From an optimization exercise on the open Yosys and OpenROAD flow, aimed at small area; shortcuts taken in it are not production practice.
At most, simulation tests tie the RTL to the original design; equivalence was not proved.
The RTL of run 2 was laid out without a check of its function.
No activity file was given, so power comes from the tool's default toggle rates.

==> design.v <==
package multicycle_datapath_pkg;
  localparam logic [5:0] OP_RTYPE = 6'h00;
  localparam logic [5:0] OP_ADDI  = 6'h08;
  localparam logic [5:0] OP_LW    = 6'h23;
  localparam logic [5:0] OP_SW    = 6'h2B;
  localparam logic [5:0] OP_BEQ   = 6'h04;
  localparam logic [5:0] OP_BNE   = 6'h05;
  localparam logic [5:0] FN_ADD = 6'h20;
  localparam logic [5:0] FN_SUB = 6'h22;
  localparam logic [5:0] FN_AND = 6'h24;
  localparam logic [5:0] FN_OR  = 6'h25;
  localparam logic [5:0] FN_SLT = 6'h2A;
  localparam logic [3:0] K_ADD  = 4'b0000;
  localparam logic [3:0] K_ILL  = 4'b0001;
  localparam logic [3:0] K_AND  = 4'b0010;
  localparam logic [3:0] K_OR   = 4'b0011;
  localparam logic [3:0] K_SUB  = 4'b0100;
  localparam logic [3:0] K_SLT  = 4'b0101;
  localparam logic [3:0] K_BEQ  = 4'b0110;
  localparam logic [3:0] K_BNE  = 4'b0111;
  localparam logic [3:0] K_ADDI = 4'b1000;
  localparam logic [3:0] K_LW   = 4'b1001;
  localparam logic [3:0] K_SW   = 4'b1010;
  typedef enum logic [2:0] {
    S_FETCH  = 3'd0,
    S_DECODE = 3'd1,
    S_EXEC   = 3'd2,
    S_MEM    = 3'd3,
    S_WB     = 3'd4
  } state_e;
endpackage
module mc_add
#(
  parameter int N = 32
) (
  input  logic [N-1:0] a,
  input  logic [N-1:0] b,
  input  logic         ci,
  output logic [N-1:0] s,
  output logic         co
);
  localparam int L = (N > 32) ? 6 : (N > 16) ? 5 : (N > 8) ? 4 : (N > 4) ? 3 : (N > 2) ? 2 : 1;
  logic [N-1:0] p;
  logic [N-1:0] g;
  logic [N-1:0] gl [0:L];
  logic [N-1:0] pl [0:L];
  logic [N:0]   c;
  always_comb begin
    p = a ^ b;
    g = a & b;
    gl[0] = g;
    pl[0] = p;
    gl[0][0] = g[0] | (p[0] & ci);
    for (int l = 1; l <= L; l++) begin
      gl[l] = gl[l-1];
      pl[l] = pl[l-1];
      for (int i = 0; i < N; i++)
        if (((i + 1) % (1 << l)) == 0) begin
          gl[l][i] = gl[l-1][i] | (pl[l-1][i] & gl[l-1][i - (1 << (l-1))]);
          pl[l][i] = pl[l-1][i] & pl[l-1][i - (1 << (l-1))];
        end
    end
    c[0] = ci;
    for (int i = 0; i < N; i++) begin
      logic gg;
      int   k;
      gg = 1'b0;
      k  = 0;
      for (int l = L; l >= 0; l--) begin
        if ((((i + 1) >> l) & 1) == 1) begin
          gg = gl[l][k + (1 << l) - 1] | (pl[l][k + (1 << l) - 1] & gg);
          k  = k + (1 << l);
        end
      end
      c[i+1] = gg;
    end
    s  = p ^ c[N-1:0];
    co = c[N];
  end
endmodule
module mc_alu
#(
  parameter int DATA_W = 32
) (
  input  logic [DATA_W-1:0] a,
  input  logic [DATA_W-1:0] b,
  input  logic              sub,
  input  logic              logic_op,
  input  logic              lor,
  input  logic              slt,
  output logic [DATA_W-1:0] result,
  output logic [3:0]        flags
);
  logic [DATA_W-1:0] b_eff;
  logic [DATA_W-1:0] sum;
  logic              carry;
  logic              ovf;
  logic              arith;
  logic [DATA_W-1:0] lres;
  assign b_eff = b ^ {DATA_W{sub}};
  mc_add #(.N(DATA_W)) u_add (
    .a  (a),
    .b  (b_eff),
    .ci (sub),
    .s  (sum),
    .co (carry)
  );
  always_comb begin
    ovf   = (a[DATA_W-1] == b_eff[DATA_W-1]) && (sum[DATA_W-1] != a[DATA_W-1]);
    arith = !logic_op && !slt;
    lres  = (a & b) | (a & {DATA_W{lor}}) | (b & {DATA_W{lor}});
    if (logic_op)   result = lres;
    else if (slt)   result = {{(DATA_W-1){1'b0}}, sum[DATA_W-1] ^ ovf};
    else            result = sum;
    flags = {result[DATA_W-1], (result == '0), arith & carry, arith & ovf};
  end
endmodule
module mc_rf_read
#(
  parameter int DATA_W = 32
) (
  input  logic [31:1]          sel,
  input  logic [31*DATA_W-1:0] regs,
  output logic [DATA_W-1:0]    rdata
);
  always_comb begin
    rdata = '0;
    for (int i = 1; i < 32; i++) rdata = rdata | (regs[(i-1)*DATA_W +: DATA_W] & {DATA_W{sel[i]}});
  end
endmodule
module multicycle_datapath
#(
  parameter int                DATA_W   = 32,
  parameter int                ADDR_W   = 32,
  parameter logic [ADDR_W-1:0] RESET_PC = '0
) (
  input  logic              clk,
  input  logic              reset,
  output logic [ADDR_W-1:0] imem_addr,
  input  logic [31:0]       imem_rdata,
  output logic [ADDR_W-1:0] dmem_addr,
  output logic [DATA_W-1:0] dmem_wdata,
  output logic              dmem_rd,
  output logic              dmem_wr,
  input  logic [DATA_W-1:0] dmem_rdata,
  input  logic              dmem_ready,
  output logic [DATA_W-1:0] Dout,
  output logic [3:0]        flags,
  output logic              illegal
);
  multicycle_datapath_pkg::state_e state;
  logic [ADDR_W-1:2] pc;
  logic [3:0]        kls;        
  logic [4:0]        rs;
  logic [4:0]        rt;
  logic [15:0]       imm16;
  logic [DATA_W-1:0] regs [1:31];
  logic [DATA_W-1:0] a_q;
  logic [DATA_W-1:0] dout_q;
  logic [3:0]        flags_q;
  logic              illegal_q;
  logic st_fetch, st_decode, st_exec, st_mem, st_wb;
  assign st_fetch  = (state == multicycle_datapath_pkg::S_FETCH);
  assign st_decode = (state == multicycle_datapath_pkg::S_DECODE);
  assign st_exec   = (state == multicycle_datapath_pkg::S_EXEC);
  assign st_mem    = (state == multicycle_datapath_pkg::S_MEM);
  assign st_wb     = (state == multicycle_datapath_pkg::S_WB);
  logic [5:0] f_op;
  logic [5:0] f_fn;
  logic [3:0] f_kls;
  assign f_op = imem_rdata[31:26];
  assign f_fn = imem_rdata[5:0];
  always_comb begin
    f_kls = multicycle_datapath_pkg::K_ILL;
    case (f_op)
      multicycle_datapath_pkg::OP_RTYPE: begin
        case (f_fn)
          multicycle_datapath_pkg::FN_ADD: f_kls = multicycle_datapath_pkg::K_ADD;
          multicycle_datapath_pkg::FN_SUB: f_kls = multicycle_datapath_pkg::K_SUB;
          multicycle_datapath_pkg::FN_AND: f_kls = multicycle_datapath_pkg::K_AND;
          multicycle_datapath_pkg::FN_OR:  f_kls = multicycle_datapath_pkg::K_OR;
          multicycle_datapath_pkg::FN_SLT: f_kls = multicycle_datapath_pkg::K_SLT;
          default: ;
        endcase
      end
      multicycle_datapath_pkg::OP_ADDI: f_kls = multicycle_datapath_pkg::K_ADDI;
      multicycle_datapath_pkg::OP_LW:   f_kls = multicycle_datapath_pkg::K_LW;
      multicycle_datapath_pkg::OP_SW:   f_kls = multicycle_datapath_pkg::K_SW;
      multicycle_datapath_pkg::OP_BEQ:  f_kls = multicycle_datapath_pkg::K_BEQ;
      multicycle_datapath_pkg::OP_BNE:  f_kls = multicycle_datapath_pkg::K_BNE;
      default: ;
    endcase
  end
  logic k_imm, k_legal, k_sub, k_logic, k_slt, k_br, k_lw, k_ldst, k_wb;
  assign k_imm   = kls[3];
  assign k_legal = (kls != multicycle_datapath_pkg::K_ILL);
  assign k_sub   = !kls[3] &&  kls[2];
  assign k_logic = !kls[3] && !kls[2] && kls[1];
  assign k_slt   = !kls[3] &&  kls[2] && !kls[1] && kls[0];
  assign k_br    = !kls[3] &&  kls[2] && kls[1];
  assign k_ldst  =  kls[3] && (kls[1] || kls[0]);
  assign k_lw    = kls[0];
  assign k_wb    = (kls[3] && !kls[1] && !kls[0]) || (!kls[3] && k_legal && !k_br);
  logic [4:0]        ra;
  logic [31:0]       ra_dec;
  logic [DATA_W-1:0] rdata;
  logic [31*DATA_W-1:0] regs_flat;
  assign ra = st_decode ? rs : rt;
  always_comb begin
    ra_dec = '0;
    ra_dec[ra] = 1'b1;
  end
  always_comb begin
    for (int i = 1; i < 32; i++) regs_flat[(i-1)*DATA_W +: DATA_W] = regs[i];
  end
  mc_rf_read #(.DATA_W(DATA_W)) u_rf_read (
    .sel   (ra_dec[31:1]),
    .regs  (regs_flat),
    .rdata (rdata)
  );
  logic              wr_en;
  logic [4:0]        wa;
  logic [31:0]       wa_dec;
  logic [DATA_W-1:0] wdata;
  logic [DATA_W-1:0] wdata_r;
  logic [31:0]       reg_en;
  assign wr_en = (st_wb && !(kls[3] && kls[0])) || (st_mem && k_lw && dmem_ready);
  assign wa    = k_imm ? rt : imm16[15:11];
  always_comb begin
    wa_dec = '0;
    wa_dec[wa] = 1'b1;
  end
  assign wdata   = st_mem ? dmem_rdata : dout_q;
  assign wdata_r = wdata & {DATA_W{!reset}};
  assign reg_en  = {32{reset}} | (wa_dec & {32{wr_en}});
  always_ff @(posedge clk) begin
    for (int i = 1; i < 32; i++)
      if (reg_en[i]) regs[i] <= wdata_r;
  end
  logic [DATA_W-1:0] imm;
  logic [DATA_W-1:0] alu_b;
  logic [DATA_W-1:0] alu_res;
  logic [3:0]        alu_flags;
  assign imm   = DATA_W'($signed(imm16));
  assign alu_b = k_imm ? imm : rdata;
  mc_alu #(.DATA_W(DATA_W)) u_alu (
    .a        (a_q),
    .b        (alu_b),
    .sub      (k_sub),
    .logic_op (k_logic),
    .lor      (kls[0]),
    .slt      (k_slt),
    .result   (alu_res),
    .flags    (alu_flags)
  );
  logic [ADDR_W-1:2] pc_inc;
  logic [ADDR_W-1:2] pc_sum;
  logic              branch_taken;
  assign pc_inc = st_fetch ? (ADDR_W-2)'(1) : (ADDR_W-2)'($signed(imm16));
  assign pc_sum = pc + pc_inc;
  assign branch_taken = k_br && (alu_flags[2] != kls[0]);
  assign dmem_rd    = st_mem &&  k_lw;
  assign dmem_wr    = st_mem && !k_lw;
  assign imem_addr  = {pc, RESET_PC[1:0]};
  assign dmem_addr  = ADDR_W'(dout_q);
  assign dmem_wdata = rdata;
  assign Dout       = dout_q;
  assign flags      = flags_q;
  assign illegal    = illegal_q;
  multicycle_datapath_pkg::state_e state_nxt;
  always_comb begin
    state_nxt = multicycle_datapath_pkg::S_FETCH;
    case (state)
      multicycle_datapath_pkg::S_FETCH:  state_nxt = multicycle_datapath_pkg::S_DECODE;
      multicycle_datapath_pkg::S_DECODE: state_nxt = multicycle_datapath_pkg::S_EXEC;
      multicycle_datapath_pkg::S_EXEC: begin
        if (k_ldst)    state_nxt = multicycle_datapath_pkg::S_MEM;
        else if (k_wb) state_nxt = multicycle_datapath_pkg::S_WB;
      end
      multicycle_datapath_pkg::S_MEM: begin
        if (!dmem_ready) state_nxt = multicycle_datapath_pkg::S_MEM;
        else if (k_lw)   state_nxt = multicycle_datapath_pkg::S_WB;
      end
      default: ;
    endcase
  end
  always_ff @(posedge clk) begin
    if (reset) state <= multicycle_datapath_pkg::S_FETCH;
    else       state <= state_nxt;
  end
  always_ff @(posedge clk) begin
    if (st_fetch) begin
      kls   <= f_kls;
      rs    <= imem_rdata[25:21];
      rt    <= imem_rdata[20:16];
      imm16 <= imem_rdata[15:0];
    end
    if (st_decode) a_q <= rdata;
  end
  always_ff @(posedge clk) begin
    if (reset) begin
      pc        <= RESET_PC[ADDR_W-1:2];
      dout_q    <= '0;
      flags_q   <= '0;
      illegal_q <= 1'b0;
    end else begin
      if (st_fetch || (st_exec && branch_taken)) pc <= pc_sum;
      if (st_exec) begin
        if (k_legal) begin
          dout_q  <= alu_res;
          flags_q <= alu_flags;
        end else begin
          illegal_q <= 1'b1;
        end
      end
    end
  end
endmodule
==> flow/run.sh <==
#!/bin/bash
# Own layout flow. It is the standard ORFS flow with three changes:
#  * the register-file read multiplexer (module mc_rf_read, which holds no
#    registers) is taken from flow/rf_read_gl.v, a hand-mapped gate-level
#    version of the same logic; the rest of the design goes through the
#    standard synthesis unchanged (synth_recipe.tcl);
#  * the port buffers use the smallest buffer cell;
#  * the clock tree is built without dummy loads.
# The standard synthesis of the unmodified design is also run (in std/) and
# its registers (names and cell types) are compared with ours.
# Each tool's output goes to a log of its own in this folder (std_synth.log,
# make.log, def.log); ORFS's per-step logs stay under orfs/logs and std/logs.
set -euo pipefail
W=$(pwd)

# design with the gate-level read multiplexer
python3 - "$W" <<'PY'
import re, sys
w = sys.argv[1]
src = open(f"{w}/design.v").read()
gl = open(f"{w}/flow/rf_read_gl.v").read()
new, n = re.subn(r"^module mc_rf_read\b.*?^endmodule\b", lambda m: gl.strip(), src, flags=re.S | re.M)
assert n == 1, "mc_rf_read not found exactly once"
open(f"{w}/design_gl.v", "w").write(new)
cfg = open(f"{w}/config.mk").read()
cfg2 = re.sub(r"^export VERILOG_FILES = .*$", f"export VERILOG_FILES = {w}/design_gl.v", cfg, flags=re.M)
assert cfg2 != cfg
open(f"{w}/config_gl.mk", "w").write(cfg2)
PY

# reference: the standard synthesis
sed -e "s#WORK_HOME=[^ ]*#WORK_HOME=$W/std#" standard.sh > std.sh
bash std.sh synth > std_synth.log 2>&1

# the layout
sed -e "s#DESIGN_CONFIG=[^ ]*#DESIGN_CONFIG=$W/config_gl.mk#" standard.sh > own.sh
export BUFFER_PORTS_ARGS="-buffer_cell sky130_fd_sc_hd__buf_1"
export CTS_ARGS="-sink_clustering_enable -repair_clock_nets -sink_clustering_size 28 -sink_clustering_max_diameter 100 -buf_list sky130_fd_sc_hd__clkbuf_16 -dont_use_dummy_load"
bash own.sh synth > make.log 2>&1

# same registers as the standard synthesis?
python3 - "$W" <<'PY'
import re, sys
w = sys.argv[1]
def flops(p):
    v = open(p).read()
    return sorted((n, c) for c, n in re.findall(r"^\s*(sky130_fd_sc_hd__\w*df\w*)\s+(\S+)\s*\(", v, re.M))
a = flops(f"{w}/std/results/sky130hd/multicycle_datapath/base/1_2_yosys.v")
b = flops(f"{w}/orfs/results/sky130hd/multicycle_datapath/base/1_2_yosys.v")
print("registers:", len(a), len(b), "same" if a == b else "DIFFERENT")
assert a and a == b
PY

bash own.sh finish >> make.log 2>&1
==> flow/rf_read_gl.v <==
// Gate-level mc_rf_read for the layout: the same AND-OR read multiplexer
// as the RTL, mapped by hand onto three-way AND-OR-invert cells.
//   t[g]  = ~(sel[3g+1]&r[3g+1] | sel[3g+2]&r[3g+2] | sel[3g+3]&r[3g+3]), g = 0..9
//   t[10] = ~(sel[31]&r[31])
//   rdata = ~(t0&t1&t2&t3) | ~(t4&t5&t6&t7) | ~(t8&t9&t10)
module mc_rf_read
#(
  parameter int DATA_W = 32
) (
  input  logic [31:1]          sel,
  input  logic [31*DATA_W-1:0] regs,
  output logic [DATA_W-1:0]    rdata
);

  for (genvar b = 0; b < DATA_W; b++) begin : g_bit
    wire [10:0] t;
    wire [2:0]  u;
    for (genvar g = 0; g < 10; g++) begin : g_grp
      sky130_fd_sc_hd__a222oi_1 u_aoi (
        .A1 (sel[3*g+1]), .A2 (regs[(3*g+0)*DATA_W + b]),
        .B1 (sel[3*g+2]), .B2 (regs[(3*g+1)*DATA_W + b]),
        .C1 (sel[3*g+3]), .C2 (regs[(3*g+2)*DATA_W + b]),
        .Y  (t[g])
      );
    end
    sky130_fd_sc_hd__nand2_1 u_n31 (.A (sel[31]), .B (regs[30*DATA_W + b]), .Y (t[10]));
    sky130_fd_sc_hd__nand4_1 u_u0 (.A (t[0]), .B (t[1]), .C (t[2]), .D (t[3]), .Y (u[0]));
    sky130_fd_sc_hd__nand4_1 u_u1 (.A (t[4]), .B (t[5]), .C (t[6]), .D (t[7]), .Y (u[1]));
    sky130_fd_sc_hd__nand3_1 u_u2 (.A (t[8]), .B (t[9]), .C (t[10]), .Y (u[2]));
    sky130_fd_sc_hd__or3_1   u_or (.A (u[0]), .B (u[1]), .C (u[2]), .X (rdata[b]));
  end

endmodule
==> standard.sh <==
#!/bin/bash
# synth_recipe.tcl (not shown) runs the flow's synth.tcl, then flattens the netlist and writes it again
# the make line also repeats each setting of config.mk as NAME=value (left out here)
make -C /OpenROAD-flow-scripts/flow DESIGN_CONFIG=/design/flow/config.mk WORK_HOME=/design/flow/orfs CLKGATE_MAP_FILE= SYNTH_SCRIPT=/design/flow/synth_recipe.tcl "${@:-finish}"
==> config.mk <==
export PLATFORM = sky130hd
export DESIGN_NAME = multicycle_datapath
export DESIGN_NICKNAME = multicycle_datapath
export VERILOG_FILES = /design/flow/design.v
export SDC_FILE = /design/flow/constraint.sdc
export NUM_CORES = 4
export LEC_CHECK = 0
export CAP_MARGIN = 20
export CORE_MARGIN = 2
export CORE_UTILIZATION = 40
export CTS_BUF_LIST = sky130_fd_sc_hd__clkbuf_16
export CTS_CLUSTER_DIAMETER = 100
export CTS_CLUSTER_SIZE = 30
export SLEW_MARGIN = 20
export SYNTH_HIERARCHICAL = 1
==> constraint.sdc <==
create_clock -name core_clock -period 10.0 [get_ports {clk}]
set_input_delay 2.0000 -clock core_clock [delete_from_list [all_inputs] [get_ports {clk}]]
set_output_delay 2.0000 -clock core_clock [all_outputs]
set_load 0.01 [all_outputs]
==> reports/results.ini, run 1 <==
[placement]
dpl.hpwl_mm=81.21
routabilityCongestion=0.9189
io_buffers=199
dp_slack_ps=68.95

[sta]
setup_slack_ps=378.7
skew_ps=93.46
fin_crit_ps=9621
tightest_slew_ps=1217
slew_headroom_pct=18.77
hold_violations=0
whs_ps=464.4
fin_crit_sh_pct=96.21
drv_slew=0
setup_viol=0
max_freq_mhz=103.9
setup_tns_ps=0

[routing]
drtPass1Iterations=10
viasPerCell=6.131
wirelength_mm=131.2
vias=27840
wl_per_cell_um=28.89
drt-initial-drc-count=4546
drtAntennaViolNets=0
route.detailed.drc=0

[logic_synthesis]
postSynthCellCount=2808
ys_types=76
synth_seq_cells=1124
async_reset_ff_share_pct=0
ys_warn_count=12
synth.area.top_cells=edfxtp_1, a222oi_1, dfxtp_1
avgSynthCellArea_um2=15.87
synth_area_leader_cell=edfxtp_1
ys.flop_type=edfxtp_1
synth_edf_count=1054
synth_top_area_share_pct=71.03
ys_seq_area_share_pct=74.18
syn-cell-area_mm2=0.04456

[critical_path]
crit_type=flop to flop
worstPathRequired_ps=10560
critPathArrivalTime_ps=10180
start_kind=flop
endpoint_kind=flop
crit_slowest_cell=or4_1
slowest_delay_ps=570
path_max_fanout=19

[finish]
nFillCells=9763
drive_above_1_share_pct=10.00
multi_input_area_mm2=0.01127
areaGrowthSynthToFinish_pct=10.52
layout.area.seq_mm2=0.03305
nets=3189

[global_route]
grt_pass1_wl_mm=185.1
grt_start_max_net_pins=76
grt_pass1_vias=25760
antenna_found_initial=4
grt.total_usage_pct=22.20
overflow=0

[status]
status=complete, no violations

[cts]
root_buffer=clkbuf_16
cts_made_buffers=47
clock_sinks=1124
insertion_delay_ps=670
cts_tree=built
h-tree-depth=2
cts_buffer_depth=3
path_clk_slew_ps=120

[power]
powerDensity_mw_per_mm2=245.6
leakagePower_nw=16.88
ir_drop_mv=0.1416

[floorplanning]
row_count=122
ios=202
die_w_um=337.8
start_util_pct=40.32
die_h_um=337.8
dieArea_mm2=0.1141
core_area_mm2=0.1105

[job]
drv_cap=0

[worst_hold_path]
min-delay-path-class=flop to flop

-- state kept, by name, summed over array words and instances (netlist names) --
| signal | count |
|---|---|
| rs | 5 |
| flags_q | 4 |
| state | 3 |
| regs | 992 |
| dout_q | 32 |
| pc | 30 |
| illegal_q | 1 |
| imm16 | 16 |
| a_q | 32 |
| rt | 5 |
| kls | 4 |
-- placed cells by master, fill, tap and decap left out, types with 6 or more instances in the layout --
master,count
fa_1,18
nor2_2,11
o31ai_1,6
a222oi_1,320
buf_1,198
mux2_2,18
o21ai_1,14
a21o_2,16
nor2b_1,19
or3_1,40
o21bai_4,8
o21ai_0,70
buf_4,98
ha_1,52
nand3_1,49
mux2i_1,16
nand3b_1,6
nand2_1,238
nor3_1,22
a21oi_2,24
and3_1,6
a21oi_4,11
nand4_1,82
a2bb2oi_1,29
edfxtp_1,1054
xnor2_1,24
and2_1,7
dfxtp_1,70
nand2b_1,12
inv_1,82
nor2_4,26
xor2_1,52
nor2_1,52
a21o_1,20
a31oi_1,6
clkbuf_16,47
a21oi_1,127
a211oi_1,7
-- report_power, final --
part	leakage [nW]	switching, W	internal (W)
Sequential	11.4	0.000237	0.00572
Clock	0.579	0.00136	0.000846
Combinational	4.89	0.00270	0.00124
-- kinds of logic (layout without fill, tap and decap cells) --
kind of cell    Yosys count  in the layout  synth area share, %
compound gates          701            701                12.52
buf+inv                 195            432                2.067
mux                      35             35               0.8368
xor+xnor                 77             77                1.514
simple gates            602            606                6.546
other cells               1              5             0.008416
flops                  1124           1124                74.18
fa+ha+maj                73             73                2.336
-- per-stage QoR --
step | power, W | instances | util (%) | area, µm²
global route | 0.01262 | 4538 | 44.55 | 49240
floorplan | 0.008217 | 2809 | - | 44560
detailed placement | 0.009851 | 4483 | 43.30 | 47860
CTS | 0.01202 | 4530 | 44.37 | 49040
global placement | 0.009847 | 4483 | 43.30 | 47850
finish | 0.01209 | 4541 | 44.56 | 49240
-- layout make-up --
| cell class | count | share of cell area [%] |
|---|---|---|
| flip-flops and latches | 1124 | 67.12 |
| multi-input cells | 1494 | 22.90 |
| well taps | 1488 | 3.781 |
| repair buffers | 301 | 3.163 |
| clock buffers | 47 | 2.388 |
| inverters | 84 | 0.6403 |
| diodes | 3 | 0.01524 |
-- metal layers --
| metal | wire [µm] | track usage [%] |
|---|---|---|
| met1 | 55320 | 32.22 |
| met2 | 59750 | 34.97 |
| met3 | 12640 | 3.728 |
| met4 | 3480 | 5.201 |
| met5 | 0 | 0 |
-- cells in the mapped netlist, types with 14 or more instances --
cell type / n
xnor2_1: 24
nand4_1: 82
xor2_1: 53
o21ai_0: 70
a2bb2oi_1: 30
or3_1: 43
a21oi_1: 160
nor3_1: 23
fa_1: 18
ha_1: 52
edfxtp_1: 1054
nor2b_1: 20
nor2_1: 84
clkbuf_1: 55
nand3_1: 50
dfxtp_1: 70
nand2_1: 240
o21ai_1: 14
inv_1: 83
mux2i_1: 17
mux2_2: 18
buf_4: 38
a21o_1: 36
a222oi_1: 320
-- what timing repair did --
item	CTS	global route
pin swaps	0	6
hold buffers	0	0
endpoints found under the setup margin	1	15
buffers inserted	0	2
cloned	0	4
gates resized for setup	1	20
-- critical path, delay by kind of cell, from the launching register on --
kind	cells	cell delay (ps)
flip-flops	1	350
multiplexers	2	640
adder cells (fa/ha/maj)	3	1090
AND/OR/NAND/NOR	13	3370
XOR/XNOR	4	800
buffers and inverters	5	1090
AO/OA/AOI/OAI	10	2160
-- path summary, 6_finish.rpt --
| kind | endpoint | cells after the start | slack (ps) | start |
|---|---|---|---|---|
| worst max register to register | pc[31] | 37 | 380 | state[0] |
| worst min-delay path | flags_q[0] | 2 | 460 | flags_q[0] |
| worst max-delay path | pc[31] | 37 | 380 | state[0] |
| worst min register to register | flags_q[0] | 2 | 460 | flags_q[0] |
==> run 2: changes to the inputs <==
--- a/design.v
+++ b/design.v
@@ -121,13 +121,30 @@
 ) (
   input  logic [31:1]          sel,
   input  logic [31*DATA_W-1:0] regs,
+  input  logic                 sel_x,
+  input  logic [DATA_W-1:0]    x,
   output logic [DATA_W-1:0]    rdata
 );
   always_comb begin
-    rdata = '0;
+    rdata = x & {DATA_W{sel_x}};
     for (int i = 1; i < 32; i++) rdata = rdata | (regs[(i-1)*DATA_W +: DATA_W] & {DATA_W{sel[i]}});
   end
 endmodule
+module mc_rf_hold
+#(
+  parameter int DATA_W = 32
+) (
+  input  logic [31:1]          en,
+  input  logic [31:1]          hold,
+  input  logic [DATA_W-1:0]    d,
+  input  logic [31*DATA_W-1:0] q,
+  output logic [31*DATA_W-1:0] nxt
+);
+  always_comb begin
+    for (int i = 1; i < 32; i++)
+      nxt[(i-1)*DATA_W +: DATA_W] = (d & {DATA_W{en[i]}}) | (q[(i-1)*DATA_W +: DATA_W] & {DATA_W{hold[i]}});
+  end
+endmodule
 module multicycle_datapath
 #(
   parameter int                DATA_W   = 32,
@@ -202,13 +219,17 @@
   assign k_lw    = kls[0];
   assign k_wb    = (kls[3] && !kls[1] && !kls[0]) || (!kls[3] && k_legal && !k_br);
   logic [4:0]        ra;
+  logic              rd_imm;
   logic [31:0]       ra_dec;
   logic [DATA_W-1:0] rdata;
+  logic [DATA_W-1:0] imm;
   logic [31*DATA_W-1:0] regs_flat;
-  assign ra = st_decode ? rs : rt;
+  assign ra     = st_decode ? rs : rt;
+  assign rd_imm = st_exec && k_imm;
+  assign imm    = DATA_W'($signed(imm16));
   always_comb begin
     ra_dec = '0;
-    ra_dec[ra] = 1'b1;
+    if (!rd_imm) ra_dec[ra] = 1'b1;
   end
   always_comb begin
     for (int i = 1; i < 32; i++) regs_flat[(i-1)*DATA_W +: DATA_W] = regs[i];
@@ -216,12 +237,13 @@
   mc_rf_read #(.DATA_W(DATA_W)) u_rf_read (
     .sel   (ra_dec[31:1]),
     .regs  (regs_flat),
+    .sel_x (rd_imm),
+    .x     (imm),
     .rdata (rdata)
   );
   logic              wr_en;
   logic [4:0]        wa;
   logic [31:0]       wa_dec;
-  logic [DATA_W-1:0] wdata;
   logic [DATA_W-1:0] wdata_r;
   logic [31:0]       reg_en;
   assign wr_en = (st_wb && !(kls[3] && kls[0])) || (st_mem && k_lw && dmem_ready);
@@ -230,19 +252,28 @@
     wa_dec = '0;
     wa_dec[wa] = 1'b1;
   end
-  assign wdata   = st_mem ? dmem_rdata : dout_q;
-  assign wdata_r = wdata & {DATA_W{!reset}};
+  logic wsel_mem, wsel_dout;
+  assign wsel_mem  = st_mem && !reset;
+  assign wsel_dout = !st_mem && !reset;
+  assign wdata_r   = (dmem_rdata & {DATA_W{wsel_mem}}) | (dout_q & {DATA_W{wsel_dout}});
   assign reg_en  = {32{reset}} | (wa_dec & {32{wr_en}});
+  logic [31:1]          reg_hold;
+  logic [31*DATA_W-1:0] regs_nxt;
+  assign reg_hold = ~reg_en[31:1];
+  mc_rf_hold #(.DATA_W(DATA_W)) u_rf_hold (
+    .en   (reg_en[31:1]),
+    .hold (reg_hold),
+    .d    (wdata_r),
+    .q    (regs_flat),
+    .nxt  (regs_nxt)
+  );
   always_ff @(posedge clk) begin
-    for (int i = 1; i < 32; i++)
-      if (reg_en[i]) regs[i] <= wdata_r;
+    for (int i = 1; i < 32; i++) regs[i] <= regs_nxt[(i-1)*DATA_W +: DATA_W];
   end
-  logic [DATA_W-1:0] imm;
   logic [DATA_W-1:0] alu_b;
   logic [DATA_W-1:0] alu_res;
   logic [3:0]        alu_flags;
-  assign imm   = DATA_W'($signed(imm16));
-  assign alu_b = k_imm ? imm : rdata;
+  assign alu_b = rdata;
   mc_alu #(.DATA_W(DATA_W)) u_alu (
     .a        (a_q),
     .b        (alu_b),
--- a/flow/rf_read_gl.v
+++ b/flow/rf_read_gl.v
@@ -1,7 +1,7 @@
 // Gate-level mc_rf_read for the layout: the same AND-OR read multiplexer
 // as the RTL, mapped by hand onto three-way AND-OR-invert cells.
 //   t[g]  = ~(sel[3g+1]&r[3g+1] | sel[3g+2]&r[3g+2] | sel[3g+3]&r[3g+3]), g = 0..9
-//   t[10] = ~(sel[31]&r[31])
+//   t[10] = ~(sel[31]&r[31] | sel_x&x)
 //   rdata = ~(t0&t1&t2&t3) | ~(t4&t5&t6&t7) | ~(t8&t9&t10)
 module mc_rf_read
 #(
@@ -9,6 +9,8 @@
 ) (
   input  logic [31:1]          sel,
   input  logic [31*DATA_W-1:0] regs,
+  input  logic                 sel_x,
+  input  logic [DATA_W-1:0]    x,
   output logic [DATA_W-1:0]    rdata
 );
 
@@ -23,7 +25,11 @@
         .Y  (t[g])
       );
     end
-    sky130_fd_sc_hd__nand2_1 u_n31 (.A (sel[31]), .B (regs[30*DATA_W + b]), .Y (t[10]));
+    sky130_fd_sc_hd__a22oi_1 u_n31 (
+      .A1 (sel[31]), .A2 (regs[30*DATA_W + b]),
+      .B1 (sel_x),   .B2 (x[b]),
+      .Y  (t[10])
+    );
     sky130_fd_sc_hd__nand4_1 u_u0 (.A (t[0]), .B (t[1]), .C (t[2]), .D (t[3]), .Y (u[0]));
     sky130_fd_sc_hd__nand4_1 u_u1 (.A (t[4]), .B (t[5]), .C (t[6]), .D (t[7]), .Y (u[1]));
     sky130_fd_sc_hd__nand3_1 u_u2 (.A (t[8]), .B (t[9]), .C (t[10]), .Y (u[2]));
==> reports/results.ini, run 2 <==
[logic_synthesis]
synth_top_area_share_pct=46.47
synth_commonest_cells=dfxtp_1, a22o_1, a222oi_1
postSynthCellCount=4110
syn-cell-area_mm2=0.04575
yosysMostFrequentCell=dfxtp_1
ys.flop_type=dfxtp_1
synth.area.top_cells=dfxtp_1, a22o_1, a222oi_1
synth_seq_cells=1124
synth_edf_count=62
synth_area_leader_cell=dfxtp_1
ys_warn_count=13
ys_seq_area_share_pct=50.54
async_reset_ff_share_pct=0
ys_types=82
avgSynthCellArea_um2=11.13

[sta]
drv_slew=0
setup_viol=0
setup_tns_ps=0
tightest_slew_ps=1186
skew_ps=83.08
hold_violations=0
slew_headroom_pct=20.78
rsz0062_at_grt=no
setup_slack_ps=432.8
fin_crit_ps=9567
fin_crit_sh_pct=95.67
max_freq_mhz=104.5

[power]
power_w=0.01172
p_seq_share_pct=47.3
p_sw_share_pct=37.76
pwr-share-comb_pct=33.1
leakagePower_nw=18.14
clockPowerShare_pct=19.6
p_switching_w=0.004426
ir_drop_mv=0.1554
powerDensity_mw_per_mm2=239.4
internal_power_w=0.007295

[floorplanning]
dieArea_mm2=0.1171
die_w_um=342.2
row_count=124
core_area_mm2=0.1139
ios=202
die_h_um=342.2
start_util_pct=40.17

[worst_hold_path]
hold_path_end=flags_q[3]
min-delay-path-class=flop to flop
hold_depth=2
min_from=flags_q[3]

[critical_path]
endpoint_kind=flop
slowest_delay_ps=570
rrSetupSlack_ps=430
worstPathRequired_ps=10520
startpoint=state[2]
regToRegEndpoint=pc[18]
crit_type=flop to flop
rr_worst_depth=36
reg2reg_from=state[2]
critPathArrivalTime_ps=10080
start_kind=flop
path_max_fanout=19
path_common_cell=buf_4
crit_slowest_cell=or4_1

[routing]
route.detailed.drc=0
wirelength_mm=164.2
drt-initial-drc-count=5799
drtAntennaViolNets=0
wl_per_cell_um=29.25
viasPerCell=6.670
vias=37450
drtPass1Iterations=13

[placement]
place_area_mm2=0.04747
dpl.hpwl_mm=102.3
io_buffers=199
routabilityCongestion=0.9392
dp_slack_ps=178.4

[cts]
path_clk_slew_ps=110
cts_tree=built
cts_made_buffers=48
cts_buffer_depth=3
hold_buffers=0
clock_sinks=1124
h-tree-depth=2
insertion_delay_ps=710
root_buffer=clkbuf_16

[job]
drv_cap=0

[finish]
mostFrequentLayoutCells=dfxtp_1, a22o_1, a222oi_1
final_cell_area_mm2=0.04896
reg_top3=regs (992), a_q (32), dout_q (32)
largest_reg_flops=992
nets=4235
largest-register=regs
areaGrowthSynthToFinish_pct=7.023
fin_util_pct=42.99
drive_above_1_share_pct=9.470
nFillCells=10760
final_common_cell=dfxtp_1

[global_route]
grt.total_usage_pct=26.73
antenna_found_initial=5
grt_pass1_wl_mm=238.8
grt_pass1_vias=35000
overflow=0
grt_start_max_net_pins=70

[status]
status=complete, no violations

-- run 2: changes by cell type after synthesis, moves of 15 or more --
cell,before,now
a22o_1,0,944
buf_6,5,119
dfxtp_1,70,1062
a22oi_1,1,34
o21ai_0,70,53
nand2_1,240,210
a21oi_1,160,189
buf_2,6,177
edfxtp_1,1054,62
and2_1,7,22
mux2_2,18,2
a22o_2,0,49
-- run 2: timing repair --
| action | 4_1_cts | 5_1_grt |
|---|---|---|
| endpoints found under the setup margin | 0 | 30 |
| resized for setup | 0 | 10 |
| buffers inserted | 0 | 0 |
-- run 2: cells by family (layout without fill, tap and decap cells) --
kind of cell	Yosys count	count (layout)	synth area share, %
compound gates	1746	1746	32.20
flops	1124	1124	50.54
simple gates	598	598	6.498
buf+inv	475	461	6.646
xor+xnor	74	74	1.417
fa+ha+maj	72	72	2.248
mux	20	20	0.4430
other cells	1	8	0.008197
-- run 2: worst max path at each step --
stage,to,slack (ps),depth (start not counted)
2_1_floorplan,pc[31],1270,38
3_3_place_gp,pc[19],180,34
3_5_place_dp,pc[18],180,35
4_1_cts,pc[18],60,35
5_1_grt,pc[30],20,36
6_report,pc[18],430,36
-- run 2: power groups by stage --
stage | combinational, W | clock (W) | sequential (W)
2_1_floorplan | 0.00252 | 0 | 0.00551
4_1_cts | 0.00377 | 0.00232 | 0.00552
3_5_place_dp | 0.00376 | 0 | 0.00561
6_report | 0.00388 | 0.00229 | 0.00554
3_3_place_gp | 0.00372 | 0 | 0.00562
5_1_grt | 0.00414 | 0.00247 | 0.00560
-- run 2: area by class of cell --
class / instances / area [µm²] / area share (%)
sequential: 1124 / 23120 / 47.23
multi-input combinational: 2512 / 20410 / 41.68
timing repair buffer: 343 / 2059 / 4.206
tap: 1512 / 1892 / 3.864
clock buffer: 48 / 1201 / 2.453
inverter: 70 / 262.8 / 0.5366
antenna: 6 / 15.01 / 0.03067
-- run 2: metal layers --
layer / global-route usage, % / up-vias / wire length [µm]
li1: - / 16250 / -
met1: 37.20 / 18910 / 70100
met2: 40.21 / 1983 / 71570
met3: 5.004 / 312 / 14630
met4: 11.95 / 0 / 7947
met5: 0 / - / 0
-- run 2: metrics by stage --
stage / instances / hold WS (ps)
6_report: 5615 / 467.3
5_1_grt: 5610 / 490.0
4_1_cts: 5600 / 469.6
3_5_place_dp: 5552 / 453.5
3_3_place_gp: 5549 / 447.2
2_1_floorplan: 4111 / 438.8
-- run 2: critical path: cells and delay by family, from the launching register on --
family | cells | cell delay, ps
adder cells (fa/ha/maj) | 3 | 1020
multiplexers | 3 | 840
XOR/XNOR | 5 | 770
AND/OR/NAND/NOR | 13 | 3270
AO/OA/AOI/OAI | 7 | 1840
buffers and inverters | 5 | 1210
flip-flops | 1 | 420
==> run 3: changes to the inputs <==
--- a/design.v
+++ b/design.v
@@ -145,6 +145,18 @@
       nxt[(i-1)*DATA_W +: DATA_W] = (d & {DATA_W{en[i]}}) | (q[(i-1)*DATA_W +: DATA_W] & {DATA_W{hold[i]}});
   end
 endmodule
+module mc_sel2
+#(
+  parameter int W = 32
+) (
+  input  logic [W-1:0] a,
+  input  logic         sa,
+  input  logic [W-1:0] b,
+  input  logic         sb,
+  output logic [W-1:0] y
+);
+  assign y = (a & {W{sa}}) | (b & {W{sb}});
+endmodule
 module multicycle_datapath
 #(
   parameter int                DATA_W   = 32,
@@ -244,26 +256,23 @@
   logic              wr_en;
   logic [4:0]        wa;
   logic [31:0]       wa_dec;
-  logic [DATA_W-1:0] wdata_r;
-  logic [31:0]       reg_en;
+  logic [DATA_W-1:0] wdata;
+  logic [31:1]       reg_en;
+  logic [31:1]       reg_hold;
+  logic [31*DATA_W-1:0] regs_nxt;
   assign wr_en = (st_wb && !(kls[3] && kls[0])) || (st_mem && k_lw && dmem_ready);
   assign wa    = k_imm ? rt : imm16[15:11];
   always_comb begin
     wa_dec = '0;
     wa_dec[wa] = 1'b1;
   end
-  logic wsel_mem, wsel_dout;
-  assign wsel_mem  = st_mem && !reset;
-  assign wsel_dout = !st_mem && !reset;
-  assign wdata_r   = (dmem_rdata & {DATA_W{wsel_mem}}) | (dout_q & {DATA_W{wsel_dout}});
-  assign reg_en  = {32{reset}} | (wa_dec & {32{wr_en}});
-  logic [31:1]          reg_hold;
-  logic [31*DATA_W-1:0] regs_nxt;
-  assign reg_hold = ~reg_en[31:1];
+  assign wdata    = st_mem ? dmem_rdata : dout_q;
+  assign reg_en   = {31{!reset}} & (wa_dec[31:1] & {31{wr_en}});
+  assign reg_hold = {31{!reset}} & ~(wa_dec[31:1] & {31{wr_en}});
   mc_rf_hold #(.DATA_W(DATA_W)) u_rf_hold (
-    .en   (reg_en[31:1]),
+    .en   (reg_en),
     .hold (reg_hold),
-    .d    (wdata_r),
+    .d    (wdata),
     .q    (regs_flat),
     .nxt  (regs_nxt)
   );
@@ -328,22 +337,30 @@
     end
     if (st_decode) a_q <= rdata;
   end
+  logic              pc_ld, pc_hd;
+  logic              res_ld, res_hd;
+  logic [ADDR_W-1:2] pc_nxt;
+  logic [DATA_W-1:0] dout_nxt;
+  logic [3:0]        flags_nxt;
+  assign pc_ld  = !reset && (st_fetch || (st_exec && branch_taken));
+  assign pc_hd  = !reset && !(st_fetch || (st_exec && branch_taken));
+  assign res_ld = !reset && st_exec && k_legal;
+  assign res_hd = !reset && !(st_exec && k_legal);
+  mc_sel2 #(.W(ADDR_W-2)) u_pc_nxt (
+    .a (pc_sum), .sa (pc_ld), .b (pc), .sb (pc_hd), .y (pc_nxt)
+  );
+  mc_sel2 #(.W(DATA_W + 4)) u_res_nxt (
+    .a  ({alu_flags, alu_res}), .sa (res_ld),
+    .b  ({flags_q, dout_q}),    .sb (res_hd),
+    .y  ({flags_nxt, dout_nxt})
+  );
   always_ff @(posedge clk) begin
-    if (reset) begin
-      pc        <= RESET_PC[ADDR_W-1:2];
-      dout_q    <= '0;
-      flags_q   <= '0;
-      illegal_q <= 1'b0;
-    end else begin
-      if (st_fetch || (st_exec && branch_taken)) pc <= pc_sum;
-      if (st_exec) begin
-        if (k_legal) begin
-          dout_q  <= alu_res;
-          flags_q <= alu_flags;
-        end else begin
-          illegal_q <= 1'b1;
-        end
-      end
-    end
+    pc      <= (reset ? RESET_PC[ADDR_W-1:2] : '0) | pc_nxt;
+    dout_q  <= dout_nxt;
+    flags_q <= flags_nxt;
+  end
+  always_ff @(posedge clk) begin
+    if (reset)                  illegal_q <= 1'b0;
+    else if (st_exec && !k_legal) illegal_q <= 1'b1;
   end
 endmodule
--- a/config.mk
+++ b/config.mk
@@ -7,7 +7,7 @@
 export LEC_CHECK = 0
 export CAP_MARGIN = 20
 export CORE_MARGIN = 2
-export CORE_UTILIZATION = 40
+export CORE_UTILIZATION = 60
 export CTS_BUF_LIST = sky130_fd_sc_hd__clkbuf_16
 export CTS_CLUSTER_DIAMETER = 100
 export CTS_CLUSTER_SIZE = 30
==> reports/results.ini, run 3 <==
[status]
status=complete, no violations

[placement]
routabilityCongestion=0.9589
dpl.hpwl_mm=104.6
io_buffers=199

[floorplanning]
start_util_pct=60.78
die_w_um=278.8
core_area_mm2=0.07457
die_h_um=278.8
row_count=100
dieArea_mm2=0.07775
ios=202

[finish]
reg_top3=regs (992), a_q (32), dout_q (32)
nets=4124
areaGrowthSynthToFinish_pct=5.375
multi_input_area_mm2=0.01967
largest-register=regs
layout.area.seq_mm2=0.02312
mostFrequentLayoutCells=dfxtp_1, a22o_1, a222oi_1
drive_above_1_share_pct=10.46
nFillCells=5906
largest_reg_flops=992
final_common_cell=dfxtp_1

[critical_path]
rrSetupSlack_ps=360
path_max_fanout=34
cp_num_cells=30
worstPathRequired_ps=10520
crit_slowest_cell=nor2b_2
rr_worst_depth=30
regToRegEndpoint=pc[24]
critPathArrivalTime_ps=10160
cp-endpoint=pc[24]
path_delay_family=simple AND/OR/NAND/NOR gates
slowest_delay_ps=1040
startpoint=state[0]
crit_type=flop to flop
path_common_cell=buf_4
reg2reg_from=state[0]
cp_num_buf_inv=4
start_kind=flop
endpoint_kind=flop

[logic_synthesis]
synth.area.top_cells=dfxtp_1, a22o_1, a222oi_1
async_reset_ff_share_pct=0
synth_seq_cells=1124
ys_seq_area_share_pct=51.01
synth_top_area_share_pct=46.91
syn-cell-area_mm2=0.04532
ys_warn_count=13
ys.flop_type=dfxtp_1
yosysMostFrequentCell=dfxtp_1
avgSynthCellArea_um2=11.47
synth_area_leader_cell=dfxtp_1
synth_commonest_cells=dfxtp_1, a22o_1, a222oi_1
synth_edf_count=62
ys_types=87
postSynthCellCount=3952

[sta]
rsz0062_at_grt=no
fin_crit_ps=9636
fin_crit_sh_pct=96.36
slew_headroom_pct=17.14
hold_violations=0
max_freq_mhz=103.8
setup_viol=0
setup_tns_ps=0
tightest_slew_ps=1237
drv_slew=0
skew_ps=85.61

[power]
p_sw_share_pct=34.01
clockPowerShare_pct=24.0
leakagePower_nw=18.17
internal_power_w=0.006180
p_seq_share_pct=51.2
powerDensity_mw_per_mm2=196.1
p_switching_w=0.003185
power_w=0.009365
pwr-share-comb_pct=24.9
ir_drop_mv=0.1442

[routing]
route.detailed.drc=0
wl_per_cell_um=33.31
drt-initial-drc-count=6589
drtAntennaViolNets=0
drtPass1Iterations=14
wirelength_mm=165.2
vias=38100
viasPerCell=7.681

[global_route]
grt_pass1_wl_mm=240.9
antenna_found_initial=16
grt_pass1_vias=35890
overflow=0
grt.total_usage_pct=40.65
grt_start_max_net_pins=70

[cts]
h-tree-depth=2
cts_tree=built
insertion_delay_ps=670
cts_buffer_depth=3
path_clk_slew_ps=110
cts_made_buffers=48
clock_sinks=1124
root_buffer=clkbuf_16

[worst_hold_path]
min_from=regs[31][10]
min-delay-path-class=flop to flop

[job]
drv_cap=0

## run 3: cell count changes after synthesis, sizes merged, moves of 13 or more
| cell | change |
|---|---|
| a21oi | -76 |
| nand2 | -68 |
| a22o | +66 |
| clkbuf | -40 |
| a21o | -36 |
| nor2b | +14 |
| xnor2 | +14 |
| nor2 | +13 |
## run 3: cells by family (layout without fill, tap and decap cells)
| family | count (synthesis) | after routing | share of synthesized area [%] |
|---|---|---|---|
| AOI/OAI and AO/OA | 1678 | 1678 | 32.03 |
| DFF | 1124 | 1124 | 51.01 |
| and+or+nand+nor | 519 | 519 | 5.803 |
| buffers and inverters | 453 | 486 | 6.711 |
| xor gates and xnor gates | 87 | 87 | 1.731 |
| adders and majority gates | 71 | 71 | 2.247 |
| muxes | 19 | 19 | 0.4582 |
| other | 1 | 7 | 0.008274 |
## run 3: repair_timing
item                                   in CTS  in global routing
resized for setup                           0                  3
buffers inserted                            0                  4
hold buffers                                0                  0
endpoints found under the hold margin       0                  0
setup endpoints to repair                   0                 30
## run 3: final cells by class
class,instances,area share [%]
antenna,5,0.02620
clock buffer,48,2.515
inverter,76,0.5973
multi-input combinational,2376,41.19
sequential,1124,48.41
tap,969,2.539
timing repair buffer,362,4.721
## run 3: how the worst min path moves through the flow
stage,endpoint,slack [ps],cells after the start
6_report,regs[31][10],480,1
5_1_grt,regs[31][29],490,1
4_1_cts,regs[31][10],480,1
3_5_place_dp,regs[16][8],450,1
3_3_place_gp,regs[13][31],450,1
2_1_floorplan,regs[10][31],440,1
## run 3: routing by layer
| metal | GRT usage (%) | part of all wire, % | vias to the layer above |
|---|---|---|---|
| met4 | 22.61 | 5.9 | 16 |
| met3 | 9.890 | 12 | 434 |
| met1 | 54.50 | 39 | 19090 |
| met2 | 60.30 | 43 | 2725 |
| li1 | - | - | 15830 |
| met5 | 0.06254 | 0.085 | - |
## run 3: power groups by stage
stage               Combinational, W  Clock, W  Sequential [W]
global placement             0.00217         0         0.00488
global route                 0.00245   0.00240         0.00481
CTS                          0.00222   0.00224         0.00479
floorplan                    0.00144         0         0.00485
finish                       0.00233   0.00224         0.00479
detailed placement           0.00222         0         0.00489
## run 3: metrics by stage
step	instances	hold WS, ps	setup WS [ps]	instance area [µm²]	util (%)
global route	4956	494.8	53.74	47750	64.03
CTS	4940	477.9	452.2	47390	63.56
detailed placement	4892	453.8	556.9	46190	61.94
finish	4960	481.9	364.1	47760	64.05
global placement	4889	452.9	659.2	46110	61.83
floorplan	3953	438.8	2172	45330	-
==> run 4: changes to the inputs <==
--- a/flow/run.sh
+++ b/flow/run.sh
@@ -34,6 +34,7 @@
 
 # the layout
 sed -e "s#DESIGN_CONFIG=[^ ]*#DESIGN_CONFIG=$W/config_gl.mk#" standard.sh > own.sh
+export RECOVER_POWER=100
 export BUFFER_PORTS_ARGS="-buffer_cell sky130_fd_sc_hd__buf_1"
 export CTS_ARGS="-sink_clustering_enable -repair_clock_nets -sink_clustering_size 28 -sink_clustering_max_diameter 100 -buf_list sky130_fd_sc_hd__clkbuf_16 -dont_use_dummy_load"
 bash own.sh synth > make.log 2>&1
--- a/config.mk
+++ b/config.mk
@@ -7,7 +7,7 @@
 export LEC_CHECK = 0
 export CAP_MARGIN = 20
 export CORE_MARGIN = 2
-export CORE_UTILIZATION = 60
+export CORE_UTILIZATION = 40
 export CTS_BUF_LIST = sky130_fd_sc_hd__clkbuf_16
 export CTS_CLUSTER_DIAMETER = 100
 export CTS_CLUSTER_SIZE = 30
==> reports/results.ini, run 4 <==
[critical_path]
critPathArrivalTime_ps=10150
endpoint_kind=flop
crit_type=flop to flop
regToRegEndpoint=pc[13]
start_kind=flop
crit_slowest_cell=or3_1
slowest_delay_ps=590
cp-endpoint=pc[13]
cp_num_buf_inv=3
rr_worst_depth=29
reg2reg_from=state[0]
worstPathRequired_ps=10600
path_max_fanout=30
rrSetupSlack_ps=450
startpoint=state[0]
cp_num_cells=29
path_delay_family=simple AND/OR/NAND/NOR gates

[logic_synthesis]
ys_seq_area_share_pct=51.01
async_reset_ff_share_pct=0
ys_types=87
synth_top_area_share_pct=46.91
postSynthCellCount=3952
avgSynthCellArea_um2=11.47
synth_edf_count=62
yosysMostFrequentCell=dfxtp_1
synth.area.top_cells=dfxtp_1, a22o_1, a222oi_1
synth_seq_cells=1124
syn-cell-area_mm2=0.04532
synth_area_leader_cell=dfxtp_1
synth_commonest_cells=dfxtp_1, a22o_1, a222oi_1
ys_warn_count=13
ys.flop_type=dfxtp_1

[floorplanning]
dieArea_mm2=0.1160
die_w_um=340.6
row_count=123
die_h_um=340.6
start_util_pct=40.29
core_area_mm2=0.1125
ios=202

[routing]
vias=36400
route.detailed.drc=0
wirelength_mm=162.6
wl_per_cell_um=29.87
drt-initial-drc-count=5587
viasPerCell=6.685
drtPass1Iterations=10
drtAntennaViolNets=0

[sta]
rsz0062_at_grt=no
fin_crit_ps=9551
max_freq_mhz=104.7
tightest_slew_ps=3550
fin_crit_sh_pct=95.51
skew_ps=48.58
slew_headroom_pct=-137.5
hold_violations=0
drv_slew=1088
setup_slack_ps=448.8
setup_tns_ps=0
setup_viol=0

[placement]
io_buffers=199
routabilityCongestion=0.9335
dpl.hpwl_mm=99.90
dp_slack_ps=515.9

[power]
ir_drop_mv=0.1245
p_switching_w=0.003209
p_seq_share_pct=51.2
p_sw_share_pct=34.24
powerDensity_mw_per_mm2=195.1
leakagePower_nw=17.86
clockPowerShare_pct=24.3
internal_power_w=0.006162
pwr-share-comb_pct=24.6

[status]
status=complete, but fails checks
so.violations=max-capacitance violations, max-slew violations

[cts]
cts_made_buffers=48
insertion_delay_ps=670
path_clk_slew_ps=110
cts_tree=built
clock_sinks=1124
hold_buffers=0
root_buffer=clkbuf_16
cts_buffer_depth=3
h-tree-depth=2

[finish]
largest_reg_flops=992
areaGrowthSynthToFinish_pct=5.979
drive_above_1_share_pct=8.247
reg_top3=regs (992), a_q (32), dout_q (32)
largest-register=regs
mostFrequentLayoutCells=dfxtp_1, a22o_1, a222oi_1
final_common_cell=dfxtp_1
nets=4079

[global_route]
grt.total_usage_pct=26.58
grt_pass1_wl_mm=235.8
grt_start_max_net_pins=70
overflow=0
antenna_found_initial=10
grt_pass1_vias=33940

[job]
drv_cap=34

[worst_hold_path]
min-delay-path-class=flop to flop

==> run 4: timing repair <==
item | in CTS | in global routing
endpoints found under the hold margin | 0 | 0
gates resized for setup | 0 | 4
setup buffers | 0 | 0
setup endpoints to repair | 0 | 30
==> run 4: cell families (layout without fill, tap and decap cells) <==
family	Yosys count	in the layout	synth area share (%)
AO/OA/AOI/OAI	1678	1678	32.03
flip-flops	1124	1124	51.01
AND/OR/NAND/NOR	519	519	5.803
buffers and inverters	453	441	6.711
XOR/XNOR	87	87	1.731
adder cells (fa/ha/maj)	71	71	2.247
multiplexers	19	19	0.4582
other	1	5	0.008274
==> run 4: layout make-up <==
cell class	count	area, µm²
Fill cell	10570	64460
Inverter	76	285.3
Timing Repair Buffer	317	1853
Multi-Input combinational cell	2376	19690
Clock buffer	48	1201
Antenna cell	3	7.507
Tap cell	1500	1877
Sequential cell	1124	23120
==> run 4: through the flow <==
stage	area, µm²	hold slack [ps]	util, %	power [W]	cells
2_1_floorplan	45330	438.8	-	0.006292	3953
3_3_place_gp	46690	452.1	41.50	0.007134	5376
3_5_place_dp	46780	453.6	41.58	0.007150	5380
4_1_cts	47980	475.4	42.65	0.009362	5428
6_report	48030	477.7	42.70	0.009371	5444
5_1_grt	48030	486.5	42.69	0.009711	5441
==> run 4: how the worst min path moves through the flow <==
stage / from / slack, ps / cells past startpoint / endpoint
after floorplan: regs[10][31] / 440 / 1 / regs[10][31]
after global placement: regs[16][31] / 450 / 1 / regs[16][31]
after detailed placement: regs[31][28] / 450 / 1 / regs[31][28]
after CTS: regs[28][9] / 480 / 1 / regs[28][9]
after global routing: regs[10][5] / 490 / 1 / regs[10][5]
final: regs[13][22] / 480 / 1 / regs[13][22]
==> run 4: worst register-to-register path: cells and delay by family, from the launching register on <==
family	cells	cell delay (ps)
compound gates	10	2510
xor+xnor	3	550
fa+ha+maj	2	730
buf+inv	3	1120
flops	1	510
mux	1	430
simple gates	10	3630
==> run 4: routing by layer <==
layer	track usage [%]	vias to the layer above	part of all wire, %
met3	5.370	326	10
met4	12.66	0	5.2
met2	39.35	2070	43
li1	-	15750	-
met5	0	-	0
met1	37.00	18250	42
==> run 4: power by group through the flow <==
stage | registers [W] | clock network, W | logic [W]
final | 0.00480 | 0.00227 | 0.00230
after CTS | 0.00479 | 0.00231 | 0.00226
after floorplan | 0.00485 | 0 | 0.00144
after global routing | 0.00481 | 0.00245 | 0.00245
after global placement | 0.00489 | 0 | 0.00224
after detailed placement | 0.00489 | 0 | 0.00226
==> run 5: changes to the inputs <==
--- a/flow/run.sh
+++ b/flow/run.sh
@@ -34,7 +34,6 @@
 
 # the layout
 sed -e "s#DESIGN_CONFIG=[^ ]*#DESIGN_CONFIG=$W/config_gl.mk#" standard.sh > own.sh
-export RECOVER_POWER=100
 export BUFFER_PORTS_ARGS="-buffer_cell sky130_fd_sc_hd__buf_1"
 export CTS_ARGS="-sink_clustering_enable -repair_clock_nets -sink_clustering_size 28 -sink_clustering_max_diameter 100 -buf_list sky130_fd_sc_hd__clkbuf_16 -dont_use_dummy_load"
 bash own.sh synth > make.log 2>&1
==> reports/results.ini, run 5 <==
[finish]
final_common_cell=dfxtp_1
largest_reg_flops=992
reg_top3=regs (992), a_q (32), dout_q (32)
mostFrequentLayoutCells=dfxtp_1, a22o_1, a222oi_1
drive_above_1_share_pct=9.490
areaGrowthSynthToFinish_pct=6.708
nets=4079
largest-register=regs

[floorplanning]
ios=202
die_h_um=340.6
start_util_pct=40.29
dieArea_mm2=0.1160
die_w_um=340.6
core_area_mm2=0.1125
row_count=123

[critical_path]
start_kind=flop
rrSetupSlack_ps=460
path_max_fanout=30
slowest_delay_ps=600
endpoint_kind=flop
path_delay_family=simple AND/OR/NAND/NOR gates
crit_slowest_cell=or3_1
critPathArrivalTime_ps=10140
crit_type=flop to flop
worstPathRequired_ps=10590
cp_num_buf_inv=3

[sta]
fin_crit_ps=9545
fin_crit_sh_pct=95.45
drv_slew=0
rsz0062_at_grt=no
whs_ps=475.9
hold_violations=0
tightest_slew_ps=1226
slew_headroom_pct=18.08
skew_ps=49.63
setup_tns_ps=0
max_freq_mhz=104.8
setup_viol=0

[logic_synthesis]
synth_seq_cells=1124
ys.flop_type=dfxtp_1
synth_top_area_share_pct=46.91
synth_area_leader_cell=dfxtp_1
avgSynthCellArea_um2=11.47
yosysMostFrequentCell=dfxtp_1
ys_warn_count=13
ys_seq_area_share_pct=51.01
synth.area.top_cells=dfxtp_1, a22o_1, a222oi_1
syn-cell-area_mm2=0.04532
async_reset_ff_share_pct=0
postSynthCellCount=3952
ys_types=87
synth_edf_count=62
synth_commonest_cells=dfxtp_1, a22o_1, a222oi_1

[global_route]
grt_pass1_vias=33940
grt.total_usage_pct=26.58
grt_pass1_wl_mm=235.8
overflow=0
grt_start_max_net_pins=70
antenna_found_initial=10

[cts]
insertion_delay_ps=660
cts_tree=built
path_clk_slew_ps=110
root_buffer=clkbuf_16
h-tree-depth=2
clock_sinks=1124
cts_made_buffers=48
cts_buffer_depth=3

[power]
powerDensity_mw_per_mm2=194.4
leakagePower_nw=17.95
power_w=0.009400
ir_drop_mv=0.1245

[status]
status=complete, no violations

[placement]
io_buffers=199
dpl.hpwl_mm=99.90
routabilityCongestion=0.9335

[routing]
viasPerCell=6.690
vias=36440
drtPass1Iterations=13
drtAntennaViolNets=0
wl_per_cell_um=29.86
wirelength_mm=162.6
drt-initial-drc-count=5676
route.detailed.drc=0

[worst_hold_path]
min-delay-path-class=flop to flop

[job]
drv_cap=0

run 5: per-layer routing:
metal | GRT usage [%] | up-vias | part of all wire, % | wire (µm)
li1 | - | 15740 | - | -
met5 | 0 | - | 0 | 0
met2 | 39.35 | 2064 | 43 | 69910
met4 | 12.66 | 0 | 5.1 | 8341
met1 | 37.00 | 18310 | 42 | 68280
met3 | 5.370 | 322 | 9.9 | 16110
run 5: final timing paths:
kind	startpoint	end	cells past startpoint
min	regs[28][9]	regs[28][9]	1
min reg2reg	regs[28][9]	regs[28][9]	1
max	state[0]	pc[13]	29
max reg2reg	state[0]	pc[13]	29
run 5: area by class of cell:
cell class | instances | area, µm²
Inverter | 76 | 285.3
Antenna cell | 6 | 15.01
Timing Repair Buffer | 317 | 1949
Tap cell | 1500 | 1877
Multi-Input combinational cell | 2376 | 19920
Sequential cell | 1124 | 23120
Fill cell | 10520 | 64130
Clock buffer | 48 | 1201
run 5: repair_timing:
item                                    in CTS  in global routing
gates resized for setup                      0                  4
setup buffers                                0                  0
endpoints found under the setup margin       0                 30
hold buffers                                 0                  0
run 5: where the power goes:
part | leakage, nW | internal, W | switching [W]
clock | 0.592 | 0.000865 | 0.00140
sequential | 9.16 | 0.00464 | 0.000156
combinational | 8.20 | 0.000663 | 0.00167
total | 18.0 | 0.00617 | 0.00323
run 5: kinds of logic (layout without fill, tap and decap cells):
| group | after synthesis | count (layout) | share of synthesized area, % |
|---|---|---|---|
| buffers and inverters | 453 | 441 | 6.711 |
| muxes | 19 | 19 | 0.4582 |
| xor gates and xnor gates | 87 | 87 | 1.731 |
| DFF | 1124 | 1124 | 51.01 |
| adders and majority gates | 71 | 71 | 2.247 |
| AOI/OAI and AO/OA | 1678 | 1678 | 32.03 |
| other | 1 | 8 | 0.008274 |
| and+or+nand+nor | 519 | 519 | 5.803 |
run 5: worst register-to-register path, delay by kind of cell (launching register included):
kind	cells	cell delay [ps]
AO/OA/AOI/OAI	10	2500
XOR/XNOR	3	560
adder cells (fa/ha/maj)	2	730
buffers and inverters	3	1130
flip-flops	1	510
multiplexers	1	430
AND/OR/NAND/NOR	10	3610
run 5: metrics by stage:
| stage | instance area (µm²) | setup WS (ps) | util, % | cells |
|---|---|---|---|---|
| after floorplan | 45330 | 2172 | - | 3953 |
| after global placement | 46690 | 705.2 | 41.50 | 5376 |
| after detailed placement | 46780 | 515.9 | 41.58 | 5380 |
| after CTS | 47980 | 458.8 | 42.65 | 5428 |
| after global routing | 48350 | 64.58 | 42.98 | 5441 |
| final | 48370 | 455.1 | 42.99 | 5447 |
==> run 6: changes to the inputs <==
--- a/flow/run.sh
+++ b/flow/run.sh
@@ -1,15 +1,16 @@
 #!/bin/bash
-# Own layout flow. It is the standard ORFS flow with three changes:
+# Own layout flow. It is the standard ORFS flow with four changes:
 #  * the register-file read multiplexer (module mc_rf_read, which holds no
 #    registers) is taken from flow/rf_read_gl.v, a hand-mapped gate-level
 #    version of the same logic; the rest of the design goes through the
-#    standard synthesis unchanged (synth_recipe.tcl);
+#    standard synthesis script (synth_recipe.tcl);
+#  * ABC maps with a relaxed delay target (see below);
 #  * the port buffers use the smallest buffer cell;
 #  * the clock tree is built without dummy loads.
 # The standard synthesis of the unmodified design is also run (in std/) and
 # its registers (names and cell types) are compared with ours.
 # Each tool's output goes to a log of its own in this folder (std_synth.log,
-# make.log, def.log); ORFS's per-step logs stay under orfs/logs and std/logs.
+# make.log); ORFS's per-step logs stay under orfs/logs and std/logs.
 set -euo pipefail
 W=$(pwd)
 
@@ -32,8 +33,13 @@
 sed -e "s#WORK_HOME=[^ ]*#WORK_HOME=$W/std#" standard.sh > std.sh
 bash std.sh synth > std_synth.log 2>&1
 
-# the layout
-sed -e "s#DESIGN_CONFIG=[^ ]*#DESIGN_CONFIG=$W/config_gl.mk#" standard.sh > own.sh
+# the layout: the synthesis script is synth_recipe.tcl with one change, the
+# ABC script (flow/abc_area_relaxed.script: ORFS's speed script with the
+# mapper allowed to trade delay for area, &nf -R 100)
+{ head -n 1 synth_recipe.tcl
+  echo "proc abc {args} { set i [lsearch \$args -script]; if {\$i >= 0} { set args [lreplace \$args [expr {\$i+1}] [expr {\$i+1}] $W/flow/abc_area_relaxed.script] }; yosys abc {*}\$args }"
+  tail -n +2 synth_recipe.tcl; } > own_synth.tcl
+sed -e "s#DESIGN_CONFIG=[^ ]*#DESIGN_CONFIG=$W/config_gl.mk#" -e "s#SYNTH_SCRIPT=[^ ]*#SYNTH_SCRIPT=$W/own_synth.tcl#" standard.sh > own.sh
 export BUFFER_PORTS_ARGS="-buffer_cell sky130_fd_sc_hd__buf_1"
 export CTS_ARGS="-sink_clustering_enable -repair_clock_nets -sink_clustering_size 28 -sink_clustering_max_diameter 100 -buf_list sky130_fd_sc_hd__clkbuf_16 -dont_use_dummy_load"
 bash own.sh synth > make.log 2>&1
==> flow/abc_area_relaxed.script (new file) <==
&get -n
&st
&dch
&nf -R 100
&st
&syn2
&if -g -K 6
&synch2
&nf -R 100
&st
&syn2
&if -g -K 6
&synch2
&nf -R 100
&st
&syn2
&if -g -K 6
&synch2
&nf -R 100
&st
&syn2
&if -g -K 6
&synch2
&nf -R 100
&st
&syn2
&if -g -K 6
&synch2
&nf -R 100
&put
buffer -c
topo
stime -c
upsize -c
dnsize -c
==> reports/results.ini, run 6 <==
[routing]
vias=35700
wirelength_mm=159.8
drt-initial-drc-count=5635
drtPass1Iterations=15
route.detailed.drc=0
drtAntennaViolNets=0
viasPerCell=6.590
wl_per_cell_um=29.51

[placement]
place_area_mm2=0.04643
routabilityCongestion=0.9406
dpl.hpwl_mm=99.58
io_buffers=199

[floorplanning]
core_area_mm2=0.1120
die_w_um=339.3
die_h_um=339.3
start_util_pct=40.14
dieArea_mm2=0.1151
ios=202
row_count=123

[cts]
cts_buffer_depth=3
clock_sinks=1124
cts_made_buffers=48
cts_tree=built
insertion_delay_ps=700
h-tree-depth=2
root_buffer=clkbuf_16
hold_buffers=0
path_clk_slew_ps=100

[critical_path]
worstPathRequired_ps=10590
crit_type=flop to flop
start_kind=flop
reg2reg_from=state[2]
path_delay_family=simple AND/OR/NAND/NOR gates
slowest_delay_ps=800
path_max_fanout=30
critPathArrivalTime_ps=9990
crit_slowest_cell=nor2_4
regToRegEndpoint=pc[8]
rr_worst_depth=37
rrSetupSlack_ps=610
cp_num_buf_inv=4
endpoint_kind=flop

[logic_synthesis]
ys.flop_type=dfxtp_1
postSynthCellCount=3923
ys_warn_count=13
async_reset_ff_share_pct=0
synth_area_leader_cell=dfxtp_1
synth_commonest_cells=dfxtp_1, a22o_1, a222oi_1
syn-cell-area_mm2=0.04497
synth_top_area_share_pct=47.27
yosysMostFrequentCell=dfxtp_1
synth_seq_cells=1124
ys_types=77
avgSynthCellArea_um2=11.46
ys_seq_area_share_pct=51.41
synth.area.top_cells=dfxtp_1, a22o_1, a222oi_1
synth_edf_count=62

[sta]
fin_crit_ps=9394
skew_ps=89.34
setup_tns_ps=0
tightest_slew_ps=1187
setup_viol=0
whs_ps=476.2
max_freq_mhz=106.5
slew_headroom_pct=20.68
hold_violations=0
drv_slew=0
fin_crit_sh_pct=93.94

[finish]
largest-register=regs
nets=4053
largest_reg_flops=992
final_cell_area_mm2=0.04797
mostFrequentLayoutCells=dfxtp_1, a22o_1, a222oi_1
drive_above_1_share_pct=9.579
reg_top3=regs (992), a_q (32), dout_q (32)
final_common_cell=dfxtp_1
areaGrowthSynthToFinish_pct=6.668

[job]
drv_cap=0

[power]
p_sw_share_pct=34.35
pwr-share-comb_pct=24.4
p_switching_w=0.003214
ir_drop_mv=0.1430
clockPowerShare_pct=24.4
power_w=0.009356
internal_power_w=0.006143
leakagePower_nw=17.67
powerDensity_mw_per_mm2=195.0
p_seq_share_pct=51.1

[global_route]
overflow=0
antenna_found_initial=6
grt_start_max_net_pins=70
grt_pass1_wl_mm=231.4
grt.total_usage_pct=26.28
grt_pass1_vias=33240

[worst_hold_path]
hold_path_end=regs[25][7]
min_from=regs[25][7]
hold_depth=1
min-delay-path-class=flop to flop

[status]
status=complete, no violations

run 6: cell types whose count changed after synthesis, sizes merged, moves of 8 or more:
cell / before / now
a21o: 7 / 17
a21oi: 114 / 104
a2bb2oi: 31 / 1
inv: 76 / 44
nand2: 146 / 167
nor4: 5 / 13
o21ai: 60 / 92
run 6: how the worst max path moves through the flow:
stage,startpoint,to,cells after the start
CTS,state[2],pc[24],38
detailed placement,state[2],pc[24],38
global placement,state[2],pc[31],38
floorplan,state[0],pc[21],39
finish,state[2],pc[8],37
global route,state[2],pc[9],37
run 6: layer usage:
metal  part of all wire (%)  GRT usage (%)  wire, µm
met4                    5.1          12.38      8108
met5                  0.011              0        17
met2                     43          38.81     68140
met3                    9.8          5.942     15670
met1                     42          36.33     67910
run 6: area by class of cell:
| cell class | count | area [µm²] |
|---|---|---|
| timing repair buffer | 317 | 1879 |
| inverter | 44 | 165.2 |
| multi-input combinational | 2382 | 19720 |
| antenna | 2 | 5.005 |
| clock buffer | 48 | 1201 |
| tap | 1500 | 1877 |
| sequential | 1124 | 23120 |
| fill | 10610 | 64060 |
run 6: through the flow:
stage / util [%] / worst slack [ps] / instances
6_report: 42.82 / 606.3 / 5417
4_1_cts: 42.52 / 428.3 / 5401
2_1_floorplan: - / 990.0 / 3924
3_3_place_gp: 41.40 / 717.0 / 5351
5_1_grt: 42.81 / -35.38 / 5415
3_5_place_dp: 41.45 / 522.7 / 5353
run 6: cell families (layout without fill, tap and decap cells):
group | after synthesis | in the layout | synth area share (%)
compound gates | 1657 | 1657 | 31.73
xor+xnor | 89 | 89 | 1.750
fa+ha+maj | 71 | 71 | 2.267
buf+inv | 421 | 409 | 6.518
flops | 1124 | 1124 | 51.41
mux | 14 | 14 | 0.3116
other cells | 1 | 4 | 0.008338
simple gates | 546 | 549 | 6.004
run 6: what timing repair did:
action                                  in CTS  in global routing
resized for setup                            0                 17
buffers inserted                             0                  4
endpoints found under the hold margin        0                  0
endpoints found under the setup margin       0                 30
run 6: power by group through the flow:
stage | clock, W | sequential (W) | combinational, W
detailed placement | 0 | 0.00489 | 0.00218
floorplan | 0 | 0.00485 | 0.00139
global placement | 0 | 0.00489 | 0.00216
global route | 0.00247 | 0.00480 | 0.00244
CTS | 0.00232 | 0.00478 | 0.00219
finish | 0.00228 | 0.00479 | 0.00229
run 6: worst reg2reg max path, delay by kind of cell, from the launching register on:
kind | cells | cell delay, ps
DFF | 1 | 430
muxes | 1 | 400
and+or+nand+nor | 15 | 3890
AOI/OAI and AO/OA | 11 | 2180
adders and majority gates | 4 | 1400
buffers and inverters | 4 | 750
xor gates and xnor gates | 2 | 270

Check on run 6: ideal ports give 0.606 ns setup slack; a clkbuf_16 on the clock port and buf_2 on the inputs give 0.606 ns; moving port delays by the midpoint clock arrival (0.729 ns) as well gives 0.606 ns.
